From an optimization exercise on the open Yosys and OpenROAD flow, aimed at small area, a short achievable clock period and few clock cycles per item; shortcuts taken in it are not production practice. Only simulation tests tie the RTL to the original design; equivalence was not proved. No activity file was given, so power comes from the tool's default toggle rates.

### config.mk
export PLATFORM = sky130hd
export DESIGN_NAME = fraction_arithmetic_unit
export DESIGN_NICKNAME = fraction_arithmetic_unit
export VERILOG_FILES = /design/flow/design.v
export SDC_FILE = /design/flow/constraint.sdc
export NUM_CORES = 4
export LEC_CHECK = 0
export CAP_MARGIN = 20
export CORE_MARGIN = 2
export CORE_UTILIZATION = 65
export PLACE_DENSITY = 0.75
export SLEW_MARGIN = 20
### constraint.sdc
create_clock -name core_clock -period 12.0 [get_ports {clock}]
set_input_delay 2.4000 -clock core_clock [delete_from_list [all_inputs] [get_ports {clock}]]
set_output_delay 2.4000 -clock core_clock [all_outputs]
set_load 0.01 [all_outputs]
### design.v
package fau_pkg;
   localparam int OPERAND_BITS_DEF = 16;
   localparam int NUM_W = 34;
   localparam int DEN_W = 31;
   localparam int TYPE_W = 2;
   localparam int RSP_FIELDS_W = NUM_W + DEN_W + 1;
   localparam int RSP_TDATA_W = ((RSP_FIELDS_W + 7) / 8) * 8;
   localparam logic [TYPE_W-1:0] OP_ADD = 2'd0;
   localparam logic [TYPE_W-1:0] OP_SUB = 2'd1;
   localparam logic [TYPE_W-1:0] OP_MUL = 2'd2;
   localparam logic [TYPE_W-1:0] OP_DIV = 2'd3;
endpackage
module fau_add #(
   parameter int W = 32,
   parameter int ARCH = 0
) (
   input  logic [W-1:0] a,
   input  logic [W-1:0] b,
   input  logic         cin,
   output logic [W-1:0] s,
   output logic         cout
);
   logic [W-1:0] g0, p0, gg, pp;
   always_comb begin
      g0 = a & b;
      p0 = a ^ b;
      gg = g0;
      pp = p0;
      gg[0] = g0[0] | (p0[0] & cin);
      if (ARCH == 0) begin
         for (int d = 1; d < W; d = d * 2) begin
            for (int i = 2 * d - 1; i < W; i = i + 2 * d) begin
               gg[i] = gg[i] | (pp[i] & gg[i - d]);
               pp[i] = pp[i] & pp[i - d];
            end
         end
         for (int d = 2 ** ($clog2(W) - 1); d >= 1; d = d / 2) begin
            for (int i = 3 * d - 1; i < W; i = i + 2 * d) begin
               gg[i] = gg[i] | (pp[i] & gg[i - d]);
               pp[i] = pp[i] & pp[i - d];
            end
         end
      end else if (ARCH == 1) begin
         for (int d = 1; d < W; d = d * 2) begin
            for (int i = 0; i < W; i = i + 1) begin
               if ((i / d) % 2 == 1) begin
                  gg[i] = gg[i] | (pp[i] & gg[(i / d) * d - 1]);
                  pp[i] = pp[i] & pp[(i / d) * d - 1];
               end
            end
         end
      end else begin
         for (int d = 1; d < W; d = d * 2) begin
            for (int i = W - 1; i >= d; i = i - 1) begin
               gg[i] = gg[i] | (pp[i] & gg[i - d]);
               pp[i] = pp[i] & pp[i - d];
            end
         end
      end
      s = p0 ^ {gg[W-2:0], cin};
      cout = gg[W-1];
   end
endmodule
module fau_mul (
   input  logic        clock,
   input  logic        reset,
   input  logic        req_tvalid,
   output logic        req_tready,
   input  logic [65:0] req_tdata,
   output logic        done,       
   input  logic        take,       
   output logic [32:0] n_out,      
   output logic [30:0] d_out       
);
   localparam logic [1:0] M_IDLE = 2'd0;
   localparam logic [1:0] M_RUN  = 2'd1;
   localparam logic [1:0] M_DONE = 2'd2;
   logic [65:0] in_q;
   logic        vq;
   logic [1:0]  mstate;
   logic [3:0]  cnt;
   logic        rdy_ff;
   logic        b1_q, b2_q, b3_q, e1_q, e2_q, e3_q, last_q;
   logic signed [18:0] hn;
   logic [15:0]        ln;
   logic signed [17:0] hd;
   logic [15:0]        ld;
   logic [1:0]  op;
   logic [15:0] an, ad, bn, bd;
   assign op = in_q[1:0];
   assign an = in_q[17:2];
   assign ad = in_q[33:18];
   assign bn = in_q[49:34];
   assign bd = in_q[65:50];
   logic [15:0] m1, m2, m3;
   logic        sub, sigma;
   logic [3:0]  nxt;
   logic        last_n, b1_n, b2_n, b3_n;
   always_comb begin
      m1 = (op == fau_pkg::OP_MUL) ? bn : bd;
      m2 = (op[1] == 1'b0) ? ad : 16'd0;
      m3 = (op == fau_pkg::OP_DIV) ? bn : bd;
      sub = (op == fau_pkg::OP_SUB);
      sigma = (ad[15] ^ m3[15]) && (ad != 16'd0) && (m3 != 16'd0);
      nxt = (mstate == M_RUN) ? cnt + 4'd1 : 4'd0;
      last_n = (mstate == M_RUN) && (cnt == 4'd14);
      b1_n = m1[nxt];
      b2_n = m2[nxt];
      b3_n = m3[nxt];
   end
   logic signed [18:0] a1, a2, hn_sum, hn_nxt, cs_s, cs_c;
   logic signed [17:0] a3, hd_sum, hd_nxt;
   always_comb begin
      a1 = b1_q ? (19'(signed'(an)) ^ {19{e1_q}}) : 19'sd0;
      a2 = b2_q ? (19'(signed'(bn)) ^ {19{e2_q}}) : 19'sd0;
      a3 = b3_q ? (18'(signed'(ad)) ^ {18{e3_q}}) : 18'sd0;
      cs_s = hn ^ a1 ^ a2;
      cs_c = {(hn[17:0] & a1[17:0]) | (hn[17:0] & a2[17:0]) | (a1[17:0] & a2[17:0]), e2_q};
   end
   fau_add #(.W(19), .ARCH(1)) u_addn (
      .a(cs_s), .b(cs_c), .cin(e1_q), .s(hn_sum), .cout()
   );
   fau_add #(.W(18), .ARCH(1)) u_addd (
      .a(hd), .b(a3), .cin(e3_q), .s(hd_sum), .cout()
   );
   always_comb begin
      hn_nxt = hn_sum >>> 1;
      hd_nxt = hd_sum >>> 1;
   end
   assign req_tready = rdy_ff;
   assign done = (mstate == M_DONE);
   assign n_out = {hn[16:0], ln};
   assign d_out = {hd[14:0], ld};
   always_ff @(posedge clock) begin
      in_q <= req_tdata;
      b1_q <= b1_n;
      b2_q <= b2_n;
      b3_q <= b3_n;
      e1_q <= b1_n && (last_n ^ sigma);
      e2_q <= b2_n && (last_n ^ sigma ^ sub);
      e3_q <= b3_n && (last_n ^ sigma);
      last_q <= last_n;
      if (reset) begin
         vq <= 1'b0;
         mstate <= M_IDLE;
         cnt <= 4'd0;
         rdy_ff <= 1'b0;
      end else begin
         vq <= req_tvalid && !rdy_ff;
         rdy_ff <= (mstate == M_RUN) && (cnt == 4'd13);
         unique case (mstate)
            M_IDLE: if (vq) mstate <= M_RUN;
            M_RUN: begin
               cnt <= cnt + 4'd1;
               if (last_q) mstate <= M_DONE;
            end
            M_DONE: if (take) mstate <= vq ? M_RUN : M_IDLE;
            default: mstate <= M_IDLE;
         endcase
      end
      if (mstate == M_IDLE || (mstate == M_DONE && take)) begin
         hn <= 19'sd0;
         hd <= 18'sd0;
      end else if (mstate == M_RUN) begin
         hn <= hn_nxt;
         ln <= {hn_sum[0], ln[15:1]};
         hd <= hd_nxt;
         ld <= {hd_sum[0], ld[15:1]};
      end
   end
endmodule
module fau_gcd (
   input  logic        clock,
   input  logic        reset,
   input  logic        avail,      
   output logic        take,       
   input  logic [32:0] n_in,       
   input  logic [30:0] d_in,       
   output logic        out_valid,  
   input  logic        out_take,   
   output logic [31:0] g_out,
   output logic [31:0] xn_out,
   output logic [31:0] xd_out,
   output logic        neg_out,
   output logic        nz_out,     
   output logic        dz_out,     
   output logic        g1_out      
);
   localparam logic [1:0] B_IDLE = 2'd0;
   localparam logic [1:0] B_GCD  = 2'd2;
   localparam logic [1:0] B_HOLD = 2'd3;
   logic [1:0]  bstate;
   logic [32:0] u, v;
   logic [31:0] xn, xd;
   logic        neg, nzf, dzf;
   function automatic logic [3:0] ctz8(input logic [7:0] y);
      if (y[1]) ctz8 = 4'd1;
      else if (y[2]) ctz8 = 4'd2;
      else if (y[3]) ctz8 = 4'd3;
      else if (y[4]) ctz8 = 4'd4;
      else if (y[5]) ctz8 = 4'd5;
      else if (y[6]) ctz8 = 4'd6;
      else if (y[7]) ctz8 = 4'd7;
      else ctz8 = 4'd8;
   endfunction
   logic [32:0] du, dv, sm, x, usrc, vsrc, ush, vsh;
   logic [3:0]  uamt, vamt;
   logic        use_sum;
   logic        eq, uz, vz, u_gt, v_gt, fin;
   logic [32:0] n_neg, n_abs;
   fau_add #(.W(33), .ARCH(1)) u_neg (.a(~n_in), .b(33'd0), .cin(1'b1), .s(n_neg), .cout());
   assign n_abs = n_in[32] ? n_neg : n_in;
   fau_add #(.W(33), .ARCH(1)) u_du (.a(u), .b(~v), .cin(1'b1), .s(du), .cout());
   fau_add #(.W(33), .ARCH(1)) u_dv (.a(v), .b(~u), .cin(1'b1), .s(dv), .cout());
   fau_add #(.W(33), .ARCH(1)) u_sm (.a(u), .b(v), .cin(1'b0), .s(sm), .cout());
   always_comb begin
      x = u ^ v;
      use_sum = x[1];
      eq = (x == 33'd0);
      uz = nzf;
      vz = dzf;
      usrc = !u[0] ? u : (use_sum ? sm : du);
      vsrc = !v[0] ? v : (use_sum ? sm : dv);
      uamt = !u[0] ? ctz8(u[7:0]) : (use_sum ? ctz8(~x[7:0]) : ctz8(x[7:0]));
      vamt = !v[0] ? ctz8(v[7:0]) : (use_sum ? ctz8(~x[7:0]) : ctz8(x[7:0]));
      ush = usrc >> uamt;
      vsh = vsrc >> vamt;
      u_gt = !du[32] && !eq;
      v_gt = du[32];
      fin = uz || vz || (u[0] && v[0] && eq);
   end
   assign out_valid = (bstate == B_HOLD);
   assign take = avail && ((bstate == B_IDLE) || (out_valid && out_take));
   assign g_out = u[31:0];
   assign xn_out = xn;
   assign xd_out = xd;
   assign neg_out = neg;
   assign nz_out = uz;
   assign dz_out = vz;
   assign g1_out = (u == 33'd1);
   always_ff @(posedge clock) begin
      if (reset) begin
         bstate <= B_IDLE;
      end else begin
         if (take) begin
            bstate <= B_GCD;
         end else begin
            unique case (bstate)
               B_IDLE: ;
               B_GCD: if (fin) bstate <= B_HOLD;
               B_HOLD: if (out_take) bstate <= B_IDLE;
               default: bstate <= B_IDLE;
            endcase
         end
      end
      if (take) begin
         u <= n_abs;
         v <= {2'b00, d_in};
         xn <= n_abs[31:0];
         xd <= {1'b0, d_in};
         neg <= n_in[32];
         nzf <= (n_in == 33'd0);
         dzf <= (d_in == 31'd0);
      end else begin
         unique case (bstate)
            B_GCD: begin
               if (!u[0] && !v[0]) begin
                  u <= u >> 1;
                  v <= v >> 1;
                  xn <= xn >> 1;
                  xd <= xd >> 1;
               end else if (!u[0]) begin
                  u <= ush;
               end else if (!v[0]) begin
                  v <= vsh;
               end else begin
                  if (u_gt) u <= ush;
                  if (v_gt) v <= vsh;
               end
            end
            default: ;
         endcase
      end
   end
endmodule
module fau_div (
   input  logic        clock,
   input  logic        reset,
   input  logic        in_valid,
   output logic        in_take,
   input  logic [31:0] g_in,
   input  logic [31:0] xn_in,
   input  logic [31:0] xd_in,
   input  logic        neg_in,
   input  logic        nz_in,
   input  logic        dz_in,
   input  logic        g1_in,
   output logic        rsp_tvalid,
   input  logic        rsp_tready,
   output logic [33:0] res_num,
   output logic [30:0] res_den,
   output logic        zero_den
);
   localparam logic [1:0] C_IDLE = 2'd0;
   localparam logic [1:0] C_PREP = 2'd1;
   localparam logic [1:0] C_DIV  = 2'd2;
   localparam logic [1:0] C_OUT  = 2'd3;
   logic [1:0]  cstate;
   logic [3:0]  cnt;
   logic        prep;
   logic [1:0]  dn, dd;
   logic [31:0] g, g3, qn, qd;
   logic        neg, zd, g1;
   assign in_take = in_valid && (cstate == C_IDLE);
   assign rsp_tvalid = (cstate == C_OUT);
   assign res_num = {neg, neg, qn};
   assign res_den = qd[30:0];
   assign zero_den = zd;
   function automatic logic [1:0] digit(input logic [1:0] r, input logic g1b);
      digit = g1b ? {r[1] ^ r[0], r[0]} : r;
   endfunction
   logic [31:0] mn, md, subn, subd, min_d, qn_fix;
   fau_add #(.W(32), .ARCH(1)) u_subn (.a(qn), .b(~mn), .cin(1'b1), .s(subn), .cout());
   fau_add #(.W(32), .ARCH(1)) u_subd (.a(min_d), .b(~md), .cin(1'b1), .s(subd), .cout());
   always_comb begin
      unique case (dn)
         2'd0: mn = 32'd0;
         2'd1: mn = g;
         2'd2: mn = {g[30:0], 1'b0};
         default: mn = g3;
      endcase
      unique case (dd)
         2'd0: md = 32'd0;
         2'd1: md = g;
         2'd2: md = {g[30:0], 1'b0};
         default: md = g3;
      endcase
      min_d = prep ? {g[29:0], 2'b00} : qd;
      qn_fix = neg ? subn : qn;
   end
   always_ff @(posedge clock) begin
      prep <= 1'b0;
      if (reset) begin
         cstate <= C_IDLE;
         cnt <= 4'd0;
      end else begin
         unique case (cstate)
            C_IDLE: if (in_valid) begin
               if (nz_in || dz_in || (g1_in && !neg_in)) cstate <= C_OUT;
               else begin
                  cstate <= C_PREP;
                  prep <= 1'b1;
               end
            end
            C_PREP: cstate <= g1 ? C_OUT : C_DIV;
            C_DIV: begin
               cnt <= (cnt == 4'd14) ? 4'd0 : cnt + 4'd1;
               if (cnt == 4'd14) cstate <= C_OUT;
            end
            C_OUT: if (rsp_tready) cstate <= C_IDLE;
            default: cstate <= C_IDLE;
         endcase
      end
      unique case (cstate)
         C_IDLE: begin
            dn <= 2'd1;
            dd <= 2'd1;
            g <= g_in;
            g1 <= g1_in;
            zd <= dz_in;
            neg <= neg_in && !nz_in;
            if (nz_in) begin
               qn <= 32'd0;
               qd <= dz_in ? 32'd0 : 32'd1;
            end else if (dz_in) begin
               qn <= neg_in ? 32'hffff_ffff : 32'd1;
               qd <= 32'd0;
            end else begin
               qn <= xn_in;
               qd <= xd_in;
            end
         end
         C_PREP: begin
            g3 <= subd;
            if (neg) qn <= g1 ? ~subn : subn;
            dn <= digit(qn_fix[1:0], g[1]);
            dd <= digit(qd[1:0], g[1]);
         end
         C_DIV: begin
            dn <= digit(subn[3:2], g[1]);
            dd <= digit(subd[3:2], g[1]);
            if (cnt == 4'd14) begin
               qn <= {{2{neg}}, dn ^ {2{neg}}, subn[31:4]};
               qd <= {2'b00, dd, subd[31:4]};
            end else begin
               qn <= {dn ^ {2{neg}}, subn[31:2]};
               qd <= {dd, subd[31:2]};
            end
         end
         default: ;
      endcase
   end
endmodule
module fraction_arithmetic_unit #(
   parameter int OPERAND_BITS = fau_pkg::OPERAND_BITS_DEF
) (
   input  logic clock,
   input  logic reset,
   input  logic req_tvalid,
   output logic req_tready,
   input  logic [((fau_pkg::TYPE_W + 4 * OPERAND_BITS + 7) / 8) * 8 - 1:0] req_tdata,
   output logic rsp_tvalid,
   input  logic rsp_tready,
   output logic [fau_pkg::RSP_TDATA_W-1:0] rsp_tdata
);
   logic        m_done, m_take;
   logic [32:0] n_s;
   logic [30:0] d_m;
   logic        g_valid, g_take;
   logic [31:0] g, xn, xd;
   logic        neg, nz, dz, g1;
   logic [33:0] res_num;
   logic [30:0] res_den;
   logic        zero_den;
   fau_mul u_mul (
      .clock      (clock),
      .reset      (reset),
      .req_tvalid (req_tvalid),
      .req_tready (req_tready),
      .req_tdata  (req_tdata[65:0]),
      .done       (m_done),
      .take       (m_take),
      .n_out      (n_s),
      .d_out      (d_m)
   );
   fau_gcd u_gcd (
      .clock     (clock),
      .reset     (reset),
      .avail     (m_done),
      .take      (m_take),
      .n_in      (n_s),
      .d_in      (d_m),
      .out_valid (g_valid),
      .out_take  (g_take),
      .g_out     (g),
      .xn_out    (xn),
      .xd_out    (xd),
      .neg_out   (neg),
      .nz_out    (nz),
      .dz_out    (dz),
      .g1_out    (g1)
   );
   fau_div u_div (
      .clock      (clock),
      .reset      (reset),
      .in_valid   (g_valid),
      .in_take    (g_take),
      .g_in       (g),
      .xn_in      (xn),
      .xd_in      (xd),
      .neg_in     (neg),
      .nz_in      (nz),
      .dz_in      (dz),
      .g1_in      (g1),
      .rsp_tvalid (rsp_tvalid),
      .rsp_tready (rsp_tready),
      .res_num    (res_num),
      .res_den    (res_den),
      .zero_den   (zero_den)
   );
   assign rsp_tdata = {6'd0, zero_den, res_den, res_num};
endmodule
### run.sh
#!/bin/bash
# synth_recipe.tcl (not shown) runs the flow's synth.tcl, then flattens the netlist and writes it again
# the make line also repeats each setting of config.mk as NAME=value (left out here)
make -C /OpenROAD-flow-scripts/flow DESIGN_CONFIG=/design/flow/config.mk WORK_HOME=/design/flow/orfs CLKGATE_MAP_FILE= SYNTH_SCRIPT=/design/flow/synth_recipe.tcl finish
==> reports/metrics.yaml, run 1 <==
logic_synthesis:
  ys_ff_latch: 424
  synth_enable_flop_cells: 297
  avgSynthCellArea_um2: 8.73
  yosysUniqueCellTypes: 112
  ys_seq_area_share_pct: 33.1
  async_reset_ff_share_pct: 0
  ys_warn_count: 7
  syn_inst: 3965
  synth_ff_type: "edfxtp_1"
  synth.cell_area_um2: 34600
sta:
  drv_slew: 0
  hold_violations: 0
  fin_worst_skew_ns: 0.0389
  hold_ws_ns: 0.431
  tightest_slew_ns: 1.12
  period_share_pct: 51.8
  finalSetupViolations: 0
  max_freq_ghz: 0.161
  rsz0062_at_grt: "no"
  setup_tns_ns: 0
  max_slew_margin_pct: 24.9
  fin_crit_ns: 6.21
worst_setup_path:
  crit_fanout: 33
  cp_slowest_cell: "o21ai_0"
  r2r_slack_ns: 5.79
  worstPathArrival_ns: 6.52
  crit_buf_inv: 2
  critical_path.max_stage_delay_ns: 0.75
  worst-path-stages: 17
  cp_top_family: "compound AO/OA/AOI/OAI gates"
  worstPathRequired_ns: 12.30
  regToRegEndpoint: "u_gcd.u[11]"
  startpoint: "u_gcd.v[0]"
  r2r_start: "u_gcd.v[0]"
  worstPathCellList: "buf_4, buf_4, ha_1, nand2b_2, a221oi_2, o2111a_2, or2_1, nor2_1, fa_1, nand2_1, and3_1, a21oi_1, o221ai_1, o21ai_0, mux2i_1, a221oi_1, o21ai_0"
  critPathKind: "reg2reg"
  worstRegToRegCells: 17
  cp-end-kind: "flop"
  start_kind: "flop"
power:
  ir_worst_vdd_uv: 123
  power_w: 0.00628
  powerDensity_nw_per_um2: 166
  leakagePower_nw: 15.4
floorplanning:
  floorplan.io_pins: 150
  die_area_um2: 55100
  die_h_um: 235
  num_rows: 84
  core_area_um2: 52700
  dieWidth_um: 235
  initial_core_util_pct: 65.8
place:
  dpl.hpwl_um: 88900
  dp.cells: 4569
  gp_congestion: 1.01
  io_buffers: 137
clock_tree:
  clk_pin_slew_worst_paths_ns: 0.07
  cts_resized: 0
  clk_latency_ns: 0.59
  clkSinkCount: 424
  clock-root-buffer: "clkbuf_16"
  post-cts-setup-buffer-count: 0
  clockBufferDepth: 3
  cts_tree: "yes"
  h-tree-depth: 2
  numCtsBuffers: 43
  hold_buffers: 0
finish:
  layout.nets: 4258
  mostFrequentLayoutCell: "nand2_1"
  area_growth_pct: 8.91
  instances_no_fill: 4653
  drive_above_1_share_pct: 8.76
  final_cell_mix: "478 x nand2_1, 326 x a21oi_1, 318 x nor2_1, 297 x edfxtp_1, 202 x o21ai_0"
  fillCellCount: 3795
  multi_input_area_um2: 21200
  regArea_um2: 11500
global_routing:
  grt_pass1_wl_um: 182000
  grt_max_degree: 80
  overflow: 0
  grt_pass1_vias: 31416
  track_usage_pct: 41.9
  antenna_found_initial: 2
route:
  vias: 32849
  drc: 0
  wl_um: 120000
  via_per_inst: 7.06
  first_pass_iters: 9
  drtIter0Drc: 5141
  wl_per_cell_um: 25.7
  ant_nets: 0
run:
  cap_violations: 0
status:
  status: "timing/DRC/antenna clean"
hold_path:
  whs_path_depth: 1
  whs_endpoint: "u_mul.vq"
  min_from: "u_mul.rdy_ff"
  hold_class: "reg2reg"
-- worst reg2reg max path: cells and delay by family (launching register included) --
| family | cells | cell delay (ns) |
|---|---|---|
| adder cells (fa/ha/maj) | 2 | 1.08 |
| AND/OR/NAND/NOR | 5 | 0.92 |
| multiplexers | 1 | 0.26 |
| flip-flops | 1 | 0.32 |
| AO/OA/AOI/OAI | 7 | 2.55 |
| buffers and inverters | 2 | 0.82 |
-- logic make-up (layout without fill, tap and decap cells) --
kind of cell / after synthesis / in the layout / share of synthesized area (%)
AOI/OAI and AO/OA: 1154 / 1154 / 22.3
xor gates and xnor gates: 225 / 225 / 5.69
adders and majority gates: 255 / 255 / 10.4
buffers and inverters: 493 / 485 / 5.94
DFF: 424 / 424 / 33.1
muxes: 188 / 188 / 6.32
other: 1 / 9 / 0.0108
and+or+nand+nor: 1225 / 1225 / 16.2
-- routing by layer --
layer | up-vias | routed length (um) | GRT usage [%] | share of wire [%]
met1 | 15520 | 44200 | 54.4 | 37
met3 | 525 | 13700 | 8.31 | 11
met4 | 2 | 8000 | 23.9 | 6.7
met2 | 2478 | 53600 | 65.6 | 45
met5 | - | 14 | 0 | 0.012
li1 | 14324 | - | - | -
-- registers in the layout (all words and copies together) (netlist names), 4 cells and up --
| name | cells |
|---|---|
| u_div.cnt | 4 |
| u_div.g | 32 |
| u_div.g3 | 32 |
| u_div.qd | 32 |
| u_div.qn | 32 |
| u_gcd.u | 33 |
| u_gcd.v | 33 |
| u_gcd.xd | 31 |
| u_gcd.xn | 32 |
| u_mul.cnt | 4 |
| u_mul.hd | 17 |
| u_mul.hn | 18 |
| u_mul.in_q | 66 |
| u_mul.ld | 16 |
| u_mul.ln | 16 |
-- cell usage after synthesis (50+ instances only) --
cell type  number  area share [%]
nor3_1         62            0.90
mux2_2        104             3.4
clkbuf_1      189             2.0
a21o_1         68             1.5
ha_1          200             7.2
a211oi_1       58             1.3
xnor2_1       114             2.9
xor2_1        111             2.8
nand3_1        80             1.2
a22oi_1        53             1.1
fa_1           55             3.2
a21oi_1       327             4.7
o21ai_0       202             2.9
buf_4          50             1.1
edfxtp_1      297              26
nand2_1       479             5.2
mux2i_1        70             2.0
dfxtp_1       127             7.3
inv_1         201             2.2
nor2_1        319             3.5
-- how the worst max path moves through the flow --
stage              endpoint  slack [ns]
6_report        u_gcd.u[11]        5.79
5_1_grt        u_div.qd[24]        5.58
4_1_cts         u_gcd.u[11]        6.06
3_5_place_dp    u_gcd.v[22]        6.15
3_3_place_gp    u_gcd.v[22]        6.20
2_1_floorplan   u_gcd.u[10]        4.80
-- cell type report --
cell class                 instances  share of cell area [%]
antenna                            3                  0.0199
multi-input combinational       3053                    56.3
clock buffer                      55                    3.14
clock inverter                    25                   0.929
sequential                       424                    30.4
timing repair buffer             196                    4.88
tap                              688                    2.28
inverter                         209                    2.08
-- power breakdown --
part / switching [W] / leakage, nW / internal (W)
clock: 0.000613 / 0.743 / 0.000874
combinational: 0.00152 / 10.7 / 0.00114
sequential: 0.000273 / 3.93 / 0.00185
total: 0.00241 / 15.4 / 0.00387
-- stage by stage --
stage               cell area, um2  util, %  worst slack, ns
finish                       37700     71.6             5.79
global route                 37700     71.6             5.58
CTS                          37700     71.6             6.06
detailed placement           36100     68.6             6.15
global placement             36100     68.6             6.20
floorplan                    34600        -             4.80
Testbench counts, summed over its fixed seeds: cycles 25,160, items 1,280.
==> inputs of run 2 (changes only) <==
--- a/config.mk
+++ b/config.mk
@@ -6,7 +6,7 @@
 export NUM_CORES = 4
 export LEC_CHECK = 0
+export ABC_AREA = 1
 export CAP_MARGIN = 20
 export CORE_MARGIN = 2
-export CORE_UTILIZATION = 65
-export PLACE_DENSITY = 0.75
+export CORE_UTILIZATION = 40
 export SLEW_MARGIN = 20
==> reports/metrics.yaml, run 2 <==
worst_setup_path:
  r2r_start: "u_div.dn[1]"
  critPathKind: "reg2reg"
  crit_fanout: 18  # -45%
  cp-end-kind: "flop"
  worstPathArrival_ns: 6.16  # -0.36 ns
  startpoint: "u_div.dn[1]"
  worstPathRequired_ns: 12.35  # +0.05 ns
  start_kind: "flop"
finish:
  mostFrequentLayoutCell: "nand2_1"
  area_growth_pct: 10.6
  instances_no_fill: 5888  # +27%
  fillCellCount: 8767  # +130%
  layout.nets: 5035  # +18%
  final_cell_mix: "1098 x nand2_1, 649 x nand3_1, 532 x inv_1, 371 x a21oi_1, 367 x o21ai_0"
  largest_register_ffs: 66  # unchanged
  regArea_um2: 11500  # unchanged
  largest-register: "u_mul.in_q"
  reg_top3: "u_mul.in_q (66), u_gcd.u (33), u_gcd.v (33)"
  drive_above_1_share_pct: 4.62  # -4.1 points
  diodes: 0  # -3
  fin_area_um2: 37700  # about the same
  multi_input_area_um2: 19400  # -8.5%
power:
  leakagePower_nw: 16.9  # +10%
  powerDensity_nw_per_um2: 201  # +21%
  ir_worst_vdd_uv: 137  # +12%
logic_synthesis:
  syn_inst: 4726  # +19%
  synth.cell_area_um2: 34100  # -1.5%
  yosysUniqueCellTypes: 69  # -38%
  yosys.area.top_type: "edfxtp_1"
  synth_enable_flop_cells: 297  # unchanged
  ys_seq_area_share_pct: 33.6  # +0.49 points
  async_reset_ff_share_pct: 0  # unchanged
  yosysMostFrequentCell: "nand2_1"
  synthTopCellsByArea: "edfxtp_1 26%, nand2_1 12%, nand3_1 9.5%"
  synth_common_cells: "1098 x nand2_1, 649 x nand3_1, 535 x inv_1"
  avgSynthCellArea_um2: 7.22  # -17%
  ys_ff_latch: 424  # unchanged
  ys_warn_count: 7  # unchanged
  synth_ff_type: "edfxtp_1"
  synth_top_area_share_pct: 26.1  # +0.38 points
global_routing:
  overflow: 0  # unchanged
  grt_max_degree: 69  # -14%
  antenna_found_initial: 1  # -1
  grt_pass1_wl_um: 181000  # -0.42%
  grt_pass1_vias: 30347  # -3.4%
  track_usage_pct: 26.9  # -15 points
place:
  dp.cells: 5796  # +27%
  io_buffers: 137  # unchanged
  gp_congestion: 1.01  # +0.11%
  postPlaceCellArea_um2: 36000  # -0.29%
  dpl.hpwl_um: 92600  # +4.1%
  place_ws_ns: 6.28  # +0.134 ns
status:
  status: "timing/DRC/antenna clean"
hold_path:
  hold_class: "reg2reg"
  min_from: "u_mul.ln[7]"
floorplanning:
  num_rows: 107  # +27%
  die_area_um2: 87700  # +59%
  die_h_um: 296  # +26%
  floorplan.io_pins: 150  # unchanged
  core_area_um2: 84900  # +61%
  dieWidth_um: 296  # +26%
  initial_core_util_pct: 40.2  # -26 points
clock_tree:
  hold_buffers: 0  # unchanged
  h-tree-depth: 2  # unchanged
  clock-root-buffer: "clkbuf_16"
  clkSinkCount: 424  # unchanged
  clk_pin_slew_worst_paths_ns: 0.06  # about the same
  cts_resized: 0  # unchanged
  cts_tree: "yes"
  numCtsBuffers: 48  # +12%
  clockBufferDepth: 3  # unchanged
  post-cts-setup-buffer-count: 0  # unchanged
  clk_latency_ns: 0.62  # +0.03 ns
sta:
  tightest_slew_ns: 1.06  # -0.0571 ns
  period_share_pct: 48.5  # -3.3 points
  fin_crit_ns: 5.82  # -0.398 ns
  setup_tns_ns: 0  # unchanged
  fin_worst_skew_ns: 0.0249  # -0.0140 ns
  max_slew_margin_pct: 29.3  # +4.4 points
  hold_violations: 0  # unchanged
  max_freq_ghz: 0.172  # +6.8%
  rsz0062_at_grt: "no"
  final.setup.worst_slack_ns: 6.18  # +0.398 ns
  hold_ws_ns: 0.442  # +0.0105 ns
  drv_slew: 0  # unchanged
  finalSetupViolations: 0  # unchanged
route:
  drc: 0  # unchanged
  via_per_inst: 5.59  # -21%
  wl_um: 119000  # -0.23%
  wl_per_cell_um: 20.3  # -21%
  drtIter0Drc: 3469  # -33%
  vias: 32901  # +0.16%
  first_pass_iters: 7  # -2
  ant_nets: 0  # unchanged
run:
  cap_violations: 0  # unchanged
[run 2: power breakdown]
group	switching, W	internal [W]
registers	0.000256	0.00195
logic	0.00252	0.00131
clock network	0.000658	0.000884
total	0.00343	0.00414
[run 2: cell type report]
class	count	area share [%]
clock buffer	66	3.69
clock inverter	24	0.650
inverter	562	5.60
multi-input combinational	3496	51.5
sequential	424	30.4
tap	1144	3.79
timing repair buffer	172	4.44
[run 2: cells by family after synthesis]
group                      count (synthesis)  synth area share (%)
DFF                                      424                  33.6
adders and majority gates                255                  10.6
AOI/OAI and AO/OA                        989                  16.4
xor gates and xnor gates                  76                  1.95
other                                      1                0.0110
buffers and inverters                    811                  9.76
and+or+nand+nor                         2170                  27.7
[run 2: stage by stage]
stage	utilization (%)	power (W)
after global placement	42.5	0.00592
after CTS	44.4	0.00751
after detailed placement	42.5	0.00597
after global routing	44.5	0.00813
final	44.5	0.00757
after floorplan	-	0.00486
[run 2: path summary, 6_finish.rpt]
check,slack (ns),cells past startpoint,to
worst max-delay path,6.18,25,u_div.qn[17]
worst max register to register,6.18,25,u_div.qn[17]
worst min register to register,0.44,0,u_mul.ln[6]
worst min-delay path,0.44,0,u_mul.ln[6]
[run 2: metal layers]
| metal | part of all wire (%) | GRT usage [%] | up-vias |
|---|---|---|---|
| li1 | - | - | 15932 |
| met1 | 42 | 35.9 | 15351 |
| met2 | 45 | 42.9 | 1356 |
| met3 | 7.5 | 4.02 | 260 |
| met4 | 5.3 | 12.6 | 2 |
| met5 | 0.014 | 0 | - |
[run 2: worst max-delay path, stage by stage (launching register included)]
cell,delay [ns]
edfxtp_1,0.58
inv_1,0.25
nor2_1,0.36
clkinv_1,0.63
o22ai_1,0.32
a21oi_1,0.10
ha_1,0.36
a21oi_1,0.13
o21ai_1,0.11
nand2_1,0.08
nand2_1,0.10
nand2_1,0.08
nand2_1,0.04
o21ai_1,0.14
inv_1,0.11
nand2_1,0.10
nand2_1,0.09
a21boi_2,0.35
inv_1,0.33
fa_1,0.46
xnor2_1,0.34
nor2_1,0.07
a21oi_1,0.12
nand2_1,0.07
o21ai_0,0.17
nand2_1,0.06
==> inputs of run 3 (changes only) <==
--- a/design.v
+++ b/design.v
@@ -207,5 +207,5 @@
    logic [3:0]  uamt, vamt;
    logic        use_sum;
-   logic        eq, uz, vz, u_gt, v_gt, fin;
+   logic        eq, uz, vz, u1, v1, u_gt, v_gt, fin;
    logic [32:0] n_neg, n_abs;
    fau_add #(.W(33), .ARCH(1)) u_neg (.a(~n_in), .b(33'd0), .cin(1'b1), .s(n_neg), .cout());
@@ -228,5 +228,7 @@
       u_gt = !du[32] && !eq;
       v_gt = du[32];
-      fin = uz || vz || (u[0] && v[0] && eq);
+      u1 = (u == 33'd1);
+      v1 = (v == 33'd1);
+      fin = uz || vz || u1 || v1 || (u[0] && v[0] && eq);
    end
    assign out_valid = (bstate == B_HOLD);
@@ -238,5 +240,5 @@
    assign nz_out = uz;
    assign dz_out = vz;
-   assign g1_out = (u == 33'd1);
+   assign g1_out = u1 || v1;
    always_ff @(posedge clock) begin
       if (reset) begin
@@ -366,5 +368,5 @@
             dn <= 2'd1;
             dd <= 2'd1;
-            g <= g_in;
+            g <= g1_in ? 32'd1 : g_in;
             g1 <= g1_in;
             zd <= dz_in;
--- a/config.mk
+++ b/config.mk
@@ -6,5 +6,4 @@
 export NUM_CORES = 4
 export LEC_CHECK = 0
-export ABC_AREA = 1
 export CAP_MARGIN = 20
 export CORE_MARGIN = 2
==> reports/metrics.yaml, run 3 <==
place:
  dpl.hpwl_um: 89400  # -3.4%
  gp_congestion: 0.985  # -2.7%
  io_buffers: 137  # unchanged
clock_tree:
  post-cts-setup-buffer-count: 0  # unchanged
  clockBufferDepth: 3  # unchanged
  clk_latency_ns: 0.58  # -0.04 ns
  hold_buffers: 0  # unchanged
  numCtsBuffers: 46  # -4.2%
  clkSinkCount: 424  # unchanged
  clock-root-buffer: "clkbuf_16"
  clk_pin_slew_worst_paths_ns: 0.06  # about the same
  h-tree-depth: 2  # unchanged
  cts_tree: "yes"
  cts_resized: 0  # unchanged
logic_synthesis:
  syn_inst: 3951  # -16%
  yosys.area.top_type: "edfxtp_1"
  async_reset_ff_share_pct: 0  # unchanged
  yosysMostFrequentCell: "nand2_1"
  synth_fa_ha_area_share_pct: 10.4  # -0.16 points
  avgSynthCellArea_um2: 8.77  # +21%
  ys_ff_latch: 424  # unchanged
  synth_top_area_share_pct: 25.7  # -0.39 points
  synth_common_cells: "448 x nand2_1, 359 x nor2_1, 305 x a21oi_1"
  synthXorXnorAreaFrac_pct: 5.51  # +3.6 points
  synthTopCellsByArea: "edfxtp_1 26%, dfxtp_1 7.3%, ha_1 7.2%"
  ys_warn_count: 7  # unchanged
  synth_ff_type: "edfxtp_1"
  synth.cell_area_um2: 34600  # +1.5%
  synth_top_family_by_area: "compound AO/OA/AOI/OAI gates"
  ys_seq_area_share_pct: 33.1  # -0.50 points
  synth_enable_flop_cells: 297  # unchanged
  synth-simple-area-share_pct: 15.5  # -12 points
  synth-compound-area-share_pct: 21.8  # +5.5 points
  yosysUniqueCellTypes: 94  # +36%
  synth.mux.area_fraction_pct: 7.57  # +7.6 points
floorplanning:
  core_area_um2: 85500  # +0.79%
  initial_core_util_pct: 40.5  # +0.29 points
  num_rows: 107  # unchanged
  die_area_um2: 89000  # +1.5%
  die_h_um: 298  # +0.75%
  floorplan.io_pins: 150  # unchanged
  dieWidth_um: 298  # +0.75%
worst_setup_path:
  worstPathArrival_ns: 6.55  # +0.39 ns
  r2r_start: "u_gcd.u[7]"
  r2r_slack_ns: 5.87  # -0.32 ns
  worstPathRequired_ns: 12.41  # +0.06 ns
  crit_fanout: 10  # -8
  worstRegToRegCells: 13  # -48%
  cp-end-kind: "flop"
  critPathKind: "reg2reg"
  regToRegEndpoint: "u_gcd.v[19]"
  start_kind: "flop"
sta:
  tightest_slew_ns: 1.06  # +0.00466 ns
  hold_violations: 0  # unchanged
  setup_tns_ns: 0  # unchanged
  period_share_pct: 51.1  # +2.7 points
  fin_crit_ns: 6.13  # +0.318 ns
  finalSetupViolations: 0  # unchanged
  rsz0062_at_grt: "no"
  drv_slew: 0  # unchanged
  fin_worst_skew_ns: 0.0235  # -0.00136 ns
  max_freq_ghz: 0.163  # -5.2%
  max_slew_margin_pct: 29.1  # -0.23 points
hold_path:
  min_from: "u_mul.rdy_ff"
  hold_class: "reg2reg"
  whs_path_depth: 1  # +1
  whs_endpoint: "u_mul.vq"
finish:
  diodes: 0  # unchanged
  regArea_um2: 11500  # unchanged
  reg_top3: "u_mul.in_q (66), u_gcd.u (33), u_gcd.v (33)"
  mostFrequentLayoutCell: "nand2_1"
  largest-register: "u_mul.in_q"
  fillCellCount: 8412  # -4.0%
  final_cell_mix: "448 x nand2_1, 358 x nor2_1, 304 x a21oi_1, 297 x edfxtp_1, 218 x inv_1"
  largest_register_ffs: 66  # unchanged
  drive_above_1_share_pct: 8.47  # +3.9 points
  multi_input_area_um2: 21200  # +9.1%
  layout.nets: 4244  # -16%
  area_growth_pct: 9.99
global_routing:
  grt_pass1_vias: 28397  # -6.4%
  grt_pass1_wl_um: 176000  # -2.9%
  overflow: 0  # unchanged
  track_usage_pct: 25.4  # -1.5 points
  grt_max_degree: 81  # +17%
  antenna_found_initial: 1  # unchanged
power:
  switching_share_pct: 36.8  # -8.5 points
  switchingPower_w: 0.00203  # -41%
  internal_power_w: 0.00349  # -16%
  comb_power_share_pct: 39.8  # -11 points
  power_w: 0.00552  # -27%
  leakagePower_nw: 15.3  # -9.2%
  ir_worst_vdd_uv: 147  # +6.8%
  p_seq_share_pct: 35.6  # +6.5 points
  powerDensity_nw_per_um2: 145  # -28%
  pwr-share-clk_pct: 24.6  # +4.2 points
route:
  drc: 0  # unchanged
  wl_um: 117000  # -2.2%
  vias: 30242  # -8.1%
  ant_nets: 0  # unchanged
  wl_per_cell_um: 22.9  # +13%
  via_per_inst: 5.94  # +6.4%
  drtIter0Drc: 2924  # -16%
  first_pass_iters: 6  # -1
status:
  status: "timing/DRC/antenna clean"
run:
  cap_violations: 0  # unchanged
[run 3: cell count changes in the layout (fill, tap and decap cells not counted), moves of 67 or more]
cell	previous run	this run
nor2_1	255	358
nand3_1	649	72
mux2_2	0	123
xnor2_1	22	114
a21oi_1	371	304
inv_1	532	218
o21ai_0	367	185
mux2i_1	0	85
nand2_1	1098	448
[run 3: area by class of cell]
cell class                 count  share of cell area, %
timing repair buffer         196                   4.75
tap                         1144                   3.76
sequential                   424                   30.1
multi-input combinational   3022                   55.6
clock inverter                22                  0.407
clock buffer                  57                   3.22
inverter                     223                   2.20
[run 3: metal layers]
metal | vias up | global-route usage [%] | part of all wire [%]
met5 | - | 0 | 0
met4 | 0 | 10.2 | 4.4
met3 | 219 | 3.60 | 7.3
met2 | 1290 | 41.7 | 46
met1 | 14484 | 33.6 | 42
li1 | 14249 | - | -
[run 3: worst max path at each step]
stage | from | endpoint | slack (ns) | cells past startpoint
global route | u_mul.e1_q | u_mul.hn[16] | 5.66 | 18
detailed placement | u_mul.e1_q | u_mul.hn[16] | 6.07 | 18
CTS | u_mul.e1_q | u_mul.hn[16] | 6.05 | 18
global placement | u_gcd.u[7] | u_gcd.v[19] | 5.76 | 12
floorplan | u_gcd.u[0] | u_gcd.v[10] | 5.65 | 16
finish | u_gcd.u[7] | u_gcd.v[19] | 5.87 | 13
[run 3: worst max-delay path: stages (launching register included)]
cell and delay (ns):
edfxtp_1 0.61, inv_1 0.26, ha_1 0.53, nand4_1 0.26
a21oi_1 0.57, o22ai_1 0.41, a2111oi_0 0.47, buf_1 0.25
nor2_1 0.10, o2111ai_1 0.58, nand3_1 0.56, nor2_1 0.74
a22oi_1 0.35, a31oi_1 0.25
[run 3: cell families (layout without fill, tap and decap cells)]
family	after synthesis	count (layout)
AND/OR/NAND/NOR	1193	1193
adder cells (fa/ha/maj)	255	255
buffers and inverters	510	498
multiplexers	226	226
other	1	6
flip-flops	424	424
XOR/XNOR	218	218
AO/OA/AOI/OAI	1124	1124
[run 3: power groups by stage]
| stage | sequential [W] | combinational [W] | clock (W) |
|---|---|---|---|
| after floorplan | 0.00191 | 0.00165 | 0 |
| final | 0.00196 | 0.00220 | 0.00136 |
| after detailed placement | 0.00200 | 0.00215 | 0 |
| after global placement | 0.00200 | 0.00213 | 0 |
| after CTS | 0.00197 | 0.00217 | 0.00138 |
| after global routing | 0.00198 | 0.00243 | 0.00143 |
[run 3: metrics by stage]
step / hold slack, ns / std cells / util (%) / instance area, um2 / setup slack (ns)
floorplan: 0.414 / 3956 / - / 34700 / 5.65
global placement: 0.425 / 5008 / 42.9 / 36700 / 5.76
detailed placement: 0.423 / 5009 / 42.9 / 36700 / 6.07
CTS: 0.447 / 5088 / 44.5 / 38100 / 6.05
global route: 0.471 / 5088 / 44.5 / 38100 / 5.66
finish: 0.453 / 5088 / 44.5 / 38100 / 5.87
Testbench counts of run 3, summed over its fixed seeds: cycles 24,412, items 1,280.
==> inputs of run 4 (changes only) <==
--- a/config.mk
+++ b/config.mk
@@ -6,4 +6,5 @@
 export NUM_CORES = 4
 export LEC_CHECK = 0
+export ABC_AREA = 1
 export CAP_MARGIN = 20
 export CORE_MARGIN = 2
==> reports/metrics.yaml, run 4 <==
logic_synthesis:
  synth_top_area_share_pct: 26.0  # +0.21 points
  yosysMostFrequentCell: "nand2_1"
  avgSynthCellArea_um2: 7.11  # -19%
  yosys.area.top_type: "edfxtp_1"
  ys_seq_area_share_pct: 33.4  # +0.28 points
  async_reset_ff_share_pct: 0  # unchanged
  synth_enable_flop_cells: 297  # unchanged
  synth.cell_area_um2: 34400  # -0.83%
  synth_ff_type: "edfxtp_1"
  synth_common_cells: "1144 x nand2_1, 691 x nand3_1, 560 x inv_1"
  ys_warn_count: 7  # unchanged
  synthTopCellsByArea: "edfxtp_1 26%, nand2_1 12%, nand3_1 10%"
  ys_ff_latch: 424  # unchanged
  yosysUniqueCellTypes: 63  # -33%
  syn_inst: 4833  # +22%
worst_setup_path:
  worstPathArrival_ns: 6.08  # -0.47 ns
  worstPathRequired_ns: 12.32  # -0.09 ns
  r2r_slack_ns: 6.24  # +0.38 ns
  cp-end-kind: "flop"
  r2r_start: "u_div.dn[0]"
  start_kind: "flop"
  worstRegToRegCells: 16  # +3
  crit_fanout: 19  # +9
  regToRegEndpoint: "u_div.qn[30]"
  critPathKind: "reg2reg"
place:
  dpl.hpwl_um: 95000  # +6.3%
  io_buffers: 137  # unchanged
  dp.cells: 5906  # +18%
  gp_congestion: 0.984  # about the same
global_routing:
  antenna_found_initial: 1  # unchanged
  grt_max_degree: 64  # -21%
  track_usage_pct: 27.0  # +1.6 points
  grt_pass1_wl_um: 187000  # +6.3%
  overflow: 0  # unchanged
  grt_pass1_vias: 30636  # +7.9%
floorplanning:
  num_rows: 107  # unchanged
  dieWidth_um: 297  # -0.41%
  floorplan.io_pins: 150  # unchanged
  core_area_um2: 85100  # -0.47%
  die_area_um2: 88300  # -0.81%
  initial_core_util_pct: 40.4  # -0.15 points
  die_h_um: 297  # -0.41%
clock_tree:
  clk_pin_slew_worst_paths_ns: 0.06  # about the same
  h-tree-depth: 2  # unchanged
  clkSinkCount: 424  # unchanged
  clockBufferDepth: 3  # unchanged
  post-cts-setup-buffer-count: 0  # unchanged
  clock-root-buffer: "clkbuf_16"
  cts_tree: "yes"
  numCtsBuffers: 48  # +4.3%
  cts_resized: 0  # unchanged
  clk_latency_ns: 0.61  # +0.03 ns
  hold_buffers: 0  # unchanged
sta:
  tightest_slew_ns: 1.21  # +0.150 ns
  period_share_pct: 48.0  # -3.1 points
  setup_tns_ns: 0  # unchanged
  fin_crit_ns: 5.76  # -0.377 ns
  hold_violations: 0  # unchanged
  finalSetupViolations: 0  # unchanged
  drv_slew: 0  # unchanged
  max_slew_margin_pct: 19.0  # -10 points
  hold_ws_ns: 0.444  # -0.00850 ns
  fin_worst_skew_ns: 0.0187  # -0.00481 ns
  max_freq_ghz: 0.174  # +6.5%
  rsz0062_at_grt: "no"
finish:
  diodes: 0  # unchanged
  layout.nets: 5144  # +21%
  largest-register: "u_mul.in_q"
  mostFrequentLayoutCell: "nand2_1"
  reg_top3: "u_mul.in_q (66), u_gcd.u (33), u_gcd.v (33)"
  final_cell_mix: "1144 x nand2_1, 691 x nand3_1, 560 x inv_1, 367 x a21oi_1, 349 x o21ai_0"
  multi_input_area_um2: 19600  # -7.5%
  largest_register_ffs: 66  # unchanged
  area_growth_pct: 10.7
  instances_no_fill: 5996  # +18%
  regArea_um2: 11500  # about the same
  fillCellCount: 8818  # +4.8%
  drive_above_1_share_pct: 4.10  # -4.4 points
  fin_util_pct: 44.7  # +0.12 points
route:
  vias: 33707  # +11%
  drtIter0Drc: 3630  # +24%
  first_pass_iters: 7  # +1
  wl_per_cell_um: 20.5  # -11%
  wl_um: 123000  # +5.1%
  ant_nets: 0  # unchanged
  drc: 0  # unchanged
  via_per_inst: 5.62  # -5.4%
hold_path:
  whs_path_depth: 1  # unchanged
  whs_endpoint: "u_mul.vq"
  min_from: "u_mul.rdy_ff"
  hold_class: "reg2reg"
run:
  cap_violations: 0  # unchanged
power:
  leakagePower_nw: 17.1  # +11%
  powerDensity_nw_per_um2: 221  # +52%
  ir_worst_vdd_uv: 130  # -11%
status:
  status: "timing/DRC/antenna clean"
==> run 4: cell types whose count changed in the layout (fill, tap and decap cells not counted), sizes merged, moves of 92 or more <==
cell,before,now
nand2,448,1162
nand3,73,693
inv,224,570
o21ai,188,366
mux2,124,0
xnor2,114,22
==> run 4: area by class of cell <==
| cell class | count | area share, % |
|---|---|---|
| Sequential cell | 424 | 30.1 |
| Timing Repair Buffer | 176 | 4.40 |
| Clock inverter | 31 | 0.977 |
| Inverter | 579 | 5.71 |
| Clock buffer | 58 | 3.47 |
| Multi-Input combinational cell | 3584 | 51.5 |
| Tap cell | 1144 | 3.76 |
==> run 4: critical path, stage by stage (launching register included) <==
cell      delay, ns
edfxtp_1       0.61
nand2_1        0.52
clkinv_1       0.69
a21oi_1        0.86
ha_1           0.27
a21oi_1        0.12
o21ai_0        0.48
inv_1          0.17
o21ai_0        0.66
inv_1          0.23
o21a_1         0.24
nand3_1        0.08
nand2_1        0.14
nand2_1        0.09
nand2_1        0.04
o21ai_0        0.14
o21ai_0        0.12
==> run 4: how the worst max path moves through the flow <==
stage,endpoint,cells past startpoint,slack (ns),startpoint
after floorplan,u_gcd.xd[0],9,6.57,u_div.cstate[1]
after global placement,u_div.qn[30],16,6.44,u_div.dn[0]
after detailed placement,u_gcd.v[4],28,6.41,u_gcd.u[1]
after CTS,u_gcd.v[4],28,6.38,u_gcd.u[1]
after global routing,u_div.qn[31],17,5.78,u_div.dn[0]
final,u_div.qn[30],16,6.24,u_div.dn[0]
==> run 4: cells by family after synthesis <==
logic type | count (synthesis) | share of synthesized area [%]
AOI/OAI and AO/OA | 951 | 15.5
xor gates and xnor gates | 74 | 1.89
adders and majority gates | 255 | 10.5
buffers and inverters | 830 | 9.82
DFF | 424 | 33.4
muxes | 1 | 0.0291
other | 1 | 0.0109
and+or+nand+nor | 2297 | 29.0
==> run 4: metal layers <==
metal,vias up,track usage [%],wire [um]
met2,1423,43.5,55400
met5,-,0,13
met3,222,3.37,9220
met1,15792,37.4,53200
li1,16268,-,-
met4,2,9.60,4840
==> run 4: per-stage QoR <==
| step | power (W) | setup slack (ns) | instance area [um2] |
|---|---|---|---|
| final | 0.00839 | 6.24 | 38000 |
| after global routing | 0.00901 | 5.78 | 38000 |
| after CTS | 0.00831 | 6.38 | 38000 |
| after detailed placement | 0.00671 | 6.41 | 36300 |
| after global placement | 0.00668 | 6.44 | 36300 |
| after floorplan | 0.00542 | 6.57 | 34400 |
==> run 4: where the power goes <==
group,internal (W),switching (W),total [W]
logic,0.00151,0.00302,0.00454
registers,0.00199,0.000275,0.00226
clock network,0.000922,0.000664,0.00159
total,0.00443,0.00396,0.00839
==> inputs of run 5 (changes only) <==
--- a/design.v
+++ b/design.v
@@ -314,5 +314,7 @@
    logic [31:0] g, g3, qn, qd;
    logic        neg, zd, g1;
-   assign in_take = in_valid && (cstate == C_IDLE);
+   logic        free;
+   assign free = (cstate == C_IDLE) || (cstate == C_OUT && rsp_tready);
+   assign in_take = in_valid && free;
    assign rsp_tvalid = (cstate == C_OUT);
    assign res_num = {neg, neg, qn};
@@ -348,11 +350,5 @@
       end else begin
          unique case (cstate)
-            C_IDLE: if (in_valid) begin
-               if (nz_in || dz_in || (g1_in && !neg_in)) cstate <= C_OUT;
-               else begin
-                  cstate <= C_PREP;
-                  prep <= 1'b1;
-               end
-            end
+            C_IDLE: ;
             C_PREP: cstate <= g1 ? C_OUT : C_DIV;
             C_DIV: begin
@@ -363,7 +359,13 @@
             default: cstate <= C_IDLE;
          endcase
+         if (in_take) begin
+            if (nz_in || dz_in || (g1_in && !neg_in)) cstate <= C_OUT;
+            else begin
+               cstate <= C_PREP;
+               prep <= 1'b1;
+            end
+         end
       end
-      unique case (cstate)
-         C_IDLE: begin
+      if (in_take) begin
             dn <= 2'd1;
             dd <= 2'd1;
@@ -382,5 +384,6 @@
                qd <= xd_in;
             end
-         end
+      end else begin
+      unique case (cstate)
          C_PREP: begin
             g3 <= subd;
@@ -402,4 +405,5 @@
          default: ;
       endcase
+      end
    end
 endmodule
==> reports/metrics.yaml, run 5 <==
status:
  status: "timing/DRC/antenna clean"
worst_setup_path:
  worstPathRequired_ns: 12.34  # +0.02 ns
  start_kind: "flop"
  cp-end-kind: "flop"
  critPathKind: "reg2reg"
  worstPathArrival_ns: 5.74  # -0.34 ns
  crit_fanout: 18  # -1
route:
  drc: 0  # unchanged
  drtIter0Drc: 3421  # -5.8%
  first_pass_iters: 6  # -1
  vias: 33369  # -1.0%
  ant_nets: 0  # unchanged
  wl_um: 123000  # +0.31%
  via_per_inst: 5.59  # -0.57%
  wl_per_cell_um: 20.6  # +0.74%
finish:
  multi_input_area_um2: 19600  # +0.16%
  fillCellCount: 8855  # +0.42%
  diodes: 0  # unchanged
  fin_area_um2: 38000  # about the same
  drive_above_1_share_pct: 4.50  # +0.40 points
  area_growth_pct: 10.7  # about the same
  regArea_um2: 11400  # -0.36%
  mostFrequentLayoutCell: "nand2_1"
  final_cell_mix: "1094 x nand2_1, 713 x nand3_1, 549 x inv_1, 358 x a21oi_1, 337 x o21ai_0"
  reg_top3: "u_mul.in_q (66), u_gcd.u (33), u_gcd.v (33)"
  layout.nets: 5117  # -0.52%
  largest_register_ffs: 66  # unchanged
  largest-register: "u_mul.in_q"
power:
  ir_worst_vdd_uv: 170  # +31%
  leakagePower_nw: 17.1  # about the same
  powerDensity_nw_per_um2: 205  # -6.9%
global_routing:
  antenna_found_initial: 0  # -1
  overflow: 0  # unchanged
  met1_usage_pct: 37.1  # -0.29 points
  met2_usage_pct: 43.7  # +0.22 points
  grt_pass1_vias: 30942  # +1.0%
  top_usage_layer: "met2"
  grt_pass1_wl_um: 188000  # +0.48%
  grt_max_degree: 96  # +50%
  track_usage_pct: 27.2  # +0.19 points
  grtUsageMet3_pct: 3.54  # +0.17 points
clock_tree:
  clk_pin_slew_worst_paths_ns: 0.06  # about the same
  clk_latency_ns: 0.61  # about the same
  post-cts-setup-buffer-count: 0  # unchanged
  numCtsBuffers: 49  # +2.1%
  cts_tree: "yes"
  clkSinkCount: 424  # unchanged
  h-tree-depth: 2  # unchanged
  clock-root-buffer: "clkbuf_16"
  cts_resized: 0  # unchanged
  hold_buffers: 0  # unchanged
  clockBufferDepth: 3  # unchanged
place:
  dpl.hpwl_um: 95200  # +0.12%
  io_buffers: 137  # unchanged
  gp_congestion: 0.988  # +0.36%
  postPlaceCellArea_um2: 36300  # about the same
logic_synthesis:
  syn_inst: 4803  # -0.62%
  async_reset_ff_share_pct: 0  # unchanged
  synthTopCellsByArea: "edfxtp_1 26%, nand2_1 12%, nand3_1 10%"
  synth_ff_type: "edfxtp_1"
  avgSynthCellArea_um2: 7.15  # +0.54%
  synth_common_cells: "1094 x nand2_1, 713 x nand3_1, 549 x inv_1"
  yosysUniqueCellTypes: 65  # +3.2%
  synth_top_family_by_area: "simple AND/OR/NAND/NOR gates"
  synth.mux.area_fraction_pct: 0.0875  # +0.058 points
  synth-compound-area-share_pct: 15.8  # +0.34 points
  synthXorXnorAreaFrac_pct: 1.94  # +0.053 points
  yosysMostFrequentCell: "nand2_1"
  ys_seq_area_share_pct: 33.3  # -0.087 points
  synth_enable_flop_cells: 293  # -1.3%
  yosys.area.top_type: "edfxtp_1"
  ys_warn_count: 7  # unchanged
  synth_fa_ha_area_share_pct: 10.5  # +0.046 points
  synth.cell_area_um2: 34300  # about the same
  ys_ff_latch: 424  # unchanged
  synth_top_area_share_pct: 25.6  # -0.33 points
  synth-simple-area-share_pct: 28.6  # -0.37 points
sta:
  fin_worst_skew_ns: 0.0235  # +0.00475 ns
  max_slew_margin_pct: 25.8  # +6.8 points
  max_freq_ghz: 0.185  # +6.6%
  rsz0062_at_grt: "no"
  period_share_pct: 45.0  # -3.0 points
  finalSetupViolations: 0  # unchanged
  drv_slew: 0  # unchanged
  hold_violations: 0  # unchanged
  tightest_slew_ns: 1.11  # -0.102 ns
  fin_crit_ns: 5.40  # -0.357 ns
  hold_ws_ns: 0.450  # +0.00555 ns
  setup_tns_ns: 0  # unchanged
floorplanning:
  floorplan.io_pins: 150  # unchanged
  initial_core_util_pct: 40.3  # about the same
  core_area_um2: 85100  # unchanged
  num_rows: 107  # unchanged
  dieWidth_um: 297  # about the same
  die_h_um: 297  # about the same
  die_area_um2: 88200  # about the same
run:
  cap_violations: 0  # unchanged
hold_path:
  hold_class: "reg2reg"
==> run 5: cell count changes in the layout (fill, tap and decap cells not counted), sizes merged, moves of 7 or more <==
cell    change
nor4        -7
nand2      -49
xor2       +10
nor2       -21
xnor2       -8
clkbuf     +18
clkinv     -10
a21oi       -8
nand3      +21
inv         +9
==> run 5: area by class of cell <==
class,instances,share of cell area (%)
Timing Repair Buffer,177,4.47
Clock inverter,16,0.382
Inverter,585,5.78
Multi-Input combinational cell,3548,51.7
Sequential cell,424,30.1
Clock buffer,76,3.89
Tap cell,1144,3.77
==> run 5: worst max-delay path: stages (launching register included) <==
cell	delay (ns)
dfxtp_1	0.45
nand2_1	0.59
clkinv_1	0.69
nand2_1	0.17
and3_1	0.21
inv_1	0.06
ha_1	0.27
nand2_1	0.05
o21a_1	0.21
o21ai_1	0.25
inv_2	0.07
o21ai_2	0.24
a21oi_1	0.16
o21ai_2	0.58
fa_1	0.53
inv_1	0.13
a21oi_1	0.07
o21ai_0	0.10
nand2_1	0.09
o21ai_0	0.17
inv_1	0.05
==> run 5: cell families (layout without fill, tap and decap cells) <==
group,Yosys count,in the layout
and+or+nand+nor,2250,2250
AOI/OAI and AO/OA,957,957
buffers and inverters,836,854
DFF,424,424
adders and majority gates,256,256
xor gates and xnor gates,76,76
muxes,3,3
other,1,6
==> run 5: power by group <==
part	switching (W)	internal [W]	total [W]
Clock	0.000652	0.000891	0.00154
Combinational	0.00247	0.00153	0.00400
Sequential	0.000218	0.00204	0.00226
Total	0.00333	0.00446	0.00780
==> run 5: path summary, 6_finish.rpt <==
path,start,to,slack (ns),depth (start not counted)
worst min-delay path,u_mul.ln[14],u_mul.ln[13],0.45,0
worst max register to register,u_div.dn[0],u_div.qn[16],6.60,20
worst min register to register,u_mul.ln[14],u_mul.ln[13],0.45,0
worst max-delay path,u_div.dn[0],u_div.qn[16],6.60,20
==> run 5: per-stage QoR <==
stage | util [%] | std cells | power (W) | setup WS, ns
after global placement | 42.7 | 5876 | 0.00615 | 6.26
final | 44.6 | 5970 | 0.00780 | 6.60
after global routing | 44.6 | 5970 | 0.00838 | 6.25
after detailed placement | 42.7 | 5876 | 0.00619 | 6.23
after CTS | 44.6 | 5968 | 0.00774 | 6.73
after floorplan | - | 4808 | 0.00512 | 5.47
==> run 5: per-layer routing <==
| metal | share of wire [%] | vias to the layer above | wire, um |
|---|---|---|---|
| li1 | - | 16185 | - |
| met1 | 44 | 15570 | 53500 |
| met2 | 45 | 1390 | 55200 |
| met3 | 7.1 | 224 | 8730 |
| met4 | 4.5 | 0 | 5590 |
| met5 | 0 | - | 0 |
Testbench counts of run 5, summed over its fixed seeds: cycles 24,237, items 1,280.
==> inputs of run 6 (changes only) <==
--- a/design.v
+++ b/design.v
@@ -193,5 +193,5 @@
    logic [32:0] u, v;
    logic [31:0] xn, xd;
-   logic        neg, nzf, dzf;
+   logic        neg;
    function automatic logic [3:0] ctz8(input logic [7:0] y);
       if (y[1]) ctz8 = 4'd1;
@@ -204,8 +204,7 @@
       else ctz8 = 4'd8;
    endfunction
-   logic [32:0] du, dv, sm, x, usrc, vsrc, ush, vsh;
+   logic [32:0] du, dv, x, usrc, vsrc, ush, vsh;
    logic [3:0]  uamt, vamt;
-   logic        use_sum;
-   logic        eq, uz, vz, u1, v1, u_gt, v_gt, fin;
+   logic        eq, uz, vz, u_gt, v_gt, fin;
    logic [32:0] n_neg, n_abs;
    fau_add #(.W(33), .ARCH(1)) u_neg (.a(~n_in), .b(33'd0), .cin(1'b1), .s(n_neg), .cout());
@@ -213,24 +212,20 @@
    fau_add #(.W(33), .ARCH(1)) u_du (.a(u), .b(~v), .cin(1'b1), .s(du), .cout());
    fau_add #(.W(33), .ARCH(1)) u_dv (.a(v), .b(~u), .cin(1'b1), .s(dv), .cout());
-   fau_add #(.W(33), .ARCH(1)) u_sm (.a(u), .b(v), .cin(1'b0), .s(sm), .cout());
    always_comb begin
       x = u ^ v;
-      use_sum = x[1];
       eq = (x == 33'd0);
-      uz = nzf;
-      vz = dzf;
-      usrc = !u[0] ? u : (use_sum ? sm : du);
-      vsrc = !v[0] ? v : (use_sum ? sm : dv);
-      uamt = !u[0] ? ctz8(u[7:0]) : (use_sum ? ctz8(~x[7:0]) : ctz8(x[7:0]));
-      vamt = !v[0] ? ctz8(v[7:0]) : (use_sum ? ctz8(~x[7:0]) : ctz8(x[7:0]));
+      uz = (u == 33'd0);
+      vz = (v == 33'd0);
+      usrc = !u[0] ? u : du;
+      vsrc = !v[0] ? v : dv;
+      uamt = !u[0] ? ctz8(u[7:0]) : ctz8(x[7:0]);
+      vamt = !v[0] ? ctz8(v[7:0]) : ctz8(x[7:0]);
       ush = usrc >> uamt;
       vsh = vsrc >> vamt;
       u_gt = !du[32] && !eq;
       v_gt = du[32];
-      u1 = (u == 33'd1);
-      v1 = (v == 33'd1);
-      fin = uz || vz || u1 || v1 || (u[0] && v[0] && eq);
+      fin = uz || vz || (u[0] && v[0] && eq);
    end
-   assign out_valid = (bstate == B_HOLD);
+   assign out_valid = (bstate == B_HOLD) || (bstate == B_GCD && fin);
    assign take = avail && ((bstate == B_IDLE) || (out_valid && out_take));
    assign g_out = u[31:0];
@@ -240,5 +235,5 @@
    assign nz_out = uz;
    assign dz_out = vz;
-   assign g1_out = u1 || v1;
+   assign g1_out = (u == 33'd1);
    always_ff @(posedge clock) begin
       if (reset) begin
@@ -250,5 +245,5 @@
             unique case (bstate)
                B_IDLE: ;
-               B_GCD: if (fin) bstate <= B_HOLD;
+               B_GCD: if (fin) bstate <= out_take ? B_IDLE : B_HOLD;
                B_HOLD: if (out_take) bstate <= B_IDLE;
                default: bstate <= B_IDLE;
@@ -262,6 +257,4 @@
          xd <= {1'b0, d_in};
          neg <= n_in[32];
-         nzf <= (n_in == 33'd0);
-         dzf <= (d_in == 31'd0);
       end else begin
          unique case (bstate)
@@ -314,7 +307,5 @@
    logic [31:0] g, g3, qn, qd;
    logic        neg, zd, g1;
-   logic        free;
-   assign free = (cstate == C_IDLE) || (cstate == C_OUT && rsp_tready);
-   assign in_take = in_valid && free;
+   assign in_take = in_valid && (cstate == C_IDLE);
    assign rsp_tvalid = (cstate == C_OUT);
    assign res_num = {neg, neg, qn};
@@ -350,5 +341,11 @@
       end else begin
          unique case (cstate)
-            C_IDLE: ;
+            C_IDLE: if (in_valid) begin
+               if (nz_in || dz_in || (g1_in && !neg_in)) cstate <= C_OUT;
+               else begin
+                  cstate <= C_PREP;
+                  prep <= 1'b1;
+               end
+            end
             C_PREP: cstate <= g1 ? C_OUT : C_DIV;
             C_DIV: begin
@@ -359,16 +356,10 @@
             default: cstate <= C_IDLE;
          endcase
-         if (in_take) begin
-            if (nz_in || dz_in || (g1_in && !neg_in)) cstate <= C_OUT;
-            else begin
-               cstate <= C_PREP;
-               prep <= 1'b1;
-            end
-         end
       end
-      if (in_take) begin
+      unique case (cstate)
+         C_IDLE: begin
             dn <= 2'd1;
             dd <= 2'd1;
-            g <= g1_in ? 32'd1 : g_in;
+            g <= g_in;
             g1 <= g1_in;
             zd <= dz_in;
@@ -384,6 +375,5 @@
                qd <= xd_in;
             end
-      end else begin
-      unique case (cstate)
+         end
          C_PREP: begin
             g3 <= subd;
@@ -405,5 +395,4 @@
          default: ;
       endcase
-      end
    end
 endmodule
--- a/config.mk
+++ b/config.mk
@@ -6,5 +6,4 @@
 export NUM_CORES = 4
 export LEC_CHECK = 0
-export ABC_AREA = 1
 export CAP_MARGIN = 20
 export CORE_MARGIN = 2
==> reports/metrics.yaml, run 6 <==
hold_path:
  min_from: "u_mul.in_q[1]"
  whs_path_depth: 1  # +1
  whs_endpoint: "u_mul.b2_q"
  hold_class: "reg2reg"
place:
  gp_congestion: 0.940  # -4.9%
  io_buffers: 137  # unchanged
  dpl.hpwl_um: 89800  # -5.6%
sta:
  max_slew_margin_pct: 25.9  # +0.076 points
  tightest_slew_ns: 1.11  # +0.0000511 ns
  fin_worst_skew_ns: 0.0571  # +0.0337 ns
  setup_tns_ns: 0  # unchanged
  fin_crit_ns: 6.49  # +1.09 ns
  max_freq_ghz: 0.154  # -17%
  drv_slew: 0  # unchanged
logic_synthesis:
  yosysUniqueCellTypes: 101  # +55%
  synthTopCellsByArea: "edfxtp_1 26%, dfxtp_1 7.6%, ha_1 6.3%"
  yosysMostFrequentCell: "nand2_1"
  synth_top_area_share_pct: 26.3  # +0.69 points
  ys_seq_area_share_pct: 33.9  # +0.60 points
  async_reset_ff_share_pct: 0  # unchanged
  syn_inst: 3784  # -21%
  yosys.area.top_type: "edfxtp_1"
  ys_warn_count: 7  # unchanged
finish:
  largest-register: "u_mul.in_q"
  area_growth_pct: 11.1
  diodes: 0  # unchanged
route:
  wl_um: 118000  # -4.3%
  wl_per_cell_um: 24.1  # +17%
  drtIter0Drc: 3508  # +2.5%
  first_pass_iters: 8  # +2
  via_per_inst: 6.13  # +9.7%
status:
  status: "timing/DRC/antenna clean"
clock_tree:
  clockBufferDepth: 3  # unchanged
  cts_tree: "yes"
  clk_pin_slew_worst_paths_ns: 0.06  # about the same
worst_setup_path:
  regToRegEndpoint: "u_gcd.u[21]"
  worstPathArrival_ns: 6.80  # +1.06 ns
  crit_fanout: 87  # +69
  r2r_start: "u_gcd.u[25]"
power:
  ir_worst_vdd_uv: 119  # -30%
  leakagePower_nw: 14.8  # -13%
  powerDensity_nw_per_um2: 95.2  # -54%
floorplanning:
  floorplan.io_pins: 150  # unchanged
  num_rows: 106  # -0.93%
  core_area_um2: 83400  # -2.0%
  die_h_um: 294  # -0.96%
  initial_core_util_pct: 40.4  # about the same
global_routing:
  antenna_found_initial: 2  # +2
  grt_max_degree: 88  # -8.3%
[run 6: cell count changes after synthesis, moves of 70 or more]
cell and delta:
a21oi_1 -111, inv_1 -372, mux2_2 +117, mux2i_1 +77, nand2_1 -623, nand3_1 -631, o21ai_0 -213, xnor2_1 +70
[run 6: worst max path at each step]
stage / cells past startpoint / slack [ns] / endpoint / from
4_1_cts: 16 / 5.74 / u_gcd.u[21] / u_gcd.u[25]
2_1_floorplan: 15 / 5.50 / u_gcd.v[10] / u_gcd.u[0]
3_3_place_gp: 16 / 5.74 / u_gcd.u[21] / u_gcd.u[25]
3_5_place_dp: 16 / 5.74 / u_gcd.u[21] / u_gcd.u[25]
5_1_grt: 16 / 5.18 / u_gcd.u[21] / u_gcd.u[25]
6_report: 16 / 5.51 / u_gcd.u[21] / u_gcd.u[25]
[run 6: through the flow]
stage | std cells | instance area, um2 | setup WS [ns] | utilization (%)
final | 4879 | 37400 | 5.51 | 44.8
after global routing | 4879 | 37400 | 5.18 | 44.8
after CTS | 4878 | 37400 | 5.74 | 44.8
after detailed placement | 4788 | 35700 | 5.74 | 42.9
after global placement | 4788 | 35700 | 5.74 | 42.9
after floorplan | 3789 | 33700 | 5.50 | -
[run 6: cell type report]
type / instances / area, um2
clock buffers: 60 / 1340
clock inverters: 30 / 298
fillers: 8147 / 46000
inverters: 185 / 697
multi-input cells: 2899 / 20400
flip-flops and latches: 422 / 11400
well taps: 1080 / 1350
repair buffers: 203 / 1870
[run 6: critical path, delay by kind of cell (launching register included)]
kind | cells | cell delay [ns]
and+or+nand+nor | 6 | 2.29
buffers and inverters | 4 | 1.77
adders and majority gates | 1 | 0.73
AOI/OAI and AO/OA | 5 | 0.73
DFF | 1 | 0.56
[run 6: power breakdown]
group	leakage (nW)	internal (W)	switching [W]
combinational	10.1	0.000161	0.000207
clock	0.817	0.000888	0.000663
sequential	3.89	0.00158	0.0000573
[run 6: cell families after synthesis]
family | after synthesis | synth area share, %
AND/OR/NAND/NOR | 1193 | 16.4
AO/OA/AOI/OAI | 1050 | 21.2
buffers and inverters | 468 | 5.80
flip-flops | 422 | 33.9
adder cells (fa/ha/maj) | 220 | 9.31
multiplexers | 220 | 7.80
XOR/XNOR | 210 | 5.61
other | 1 | 0.0111
[run 6: routing by layer]
layer	part of all wire (%)	vias up	track usage [%]	routed length [um]
met3	8.4	252	3.10	9910
met2	45	1448	42.3	53000
met4	4.5	0	10.9	5330
li1	-	13874	-	-
met5	0	-	0	0
met1	42	14341	36.5	49600
Testbench counts of run 6, summed over its fixed seeds: cycles 26,495, items 1,280.

Check on run 6: ideal ports give 5.513 ns setup slack; a clkbuf_16 on the clock port and buf_2 on the inputs give 5.513 ns; moving port delays by the midpoint clock arrival (0.653 ns) as well gives 5.513 ns.
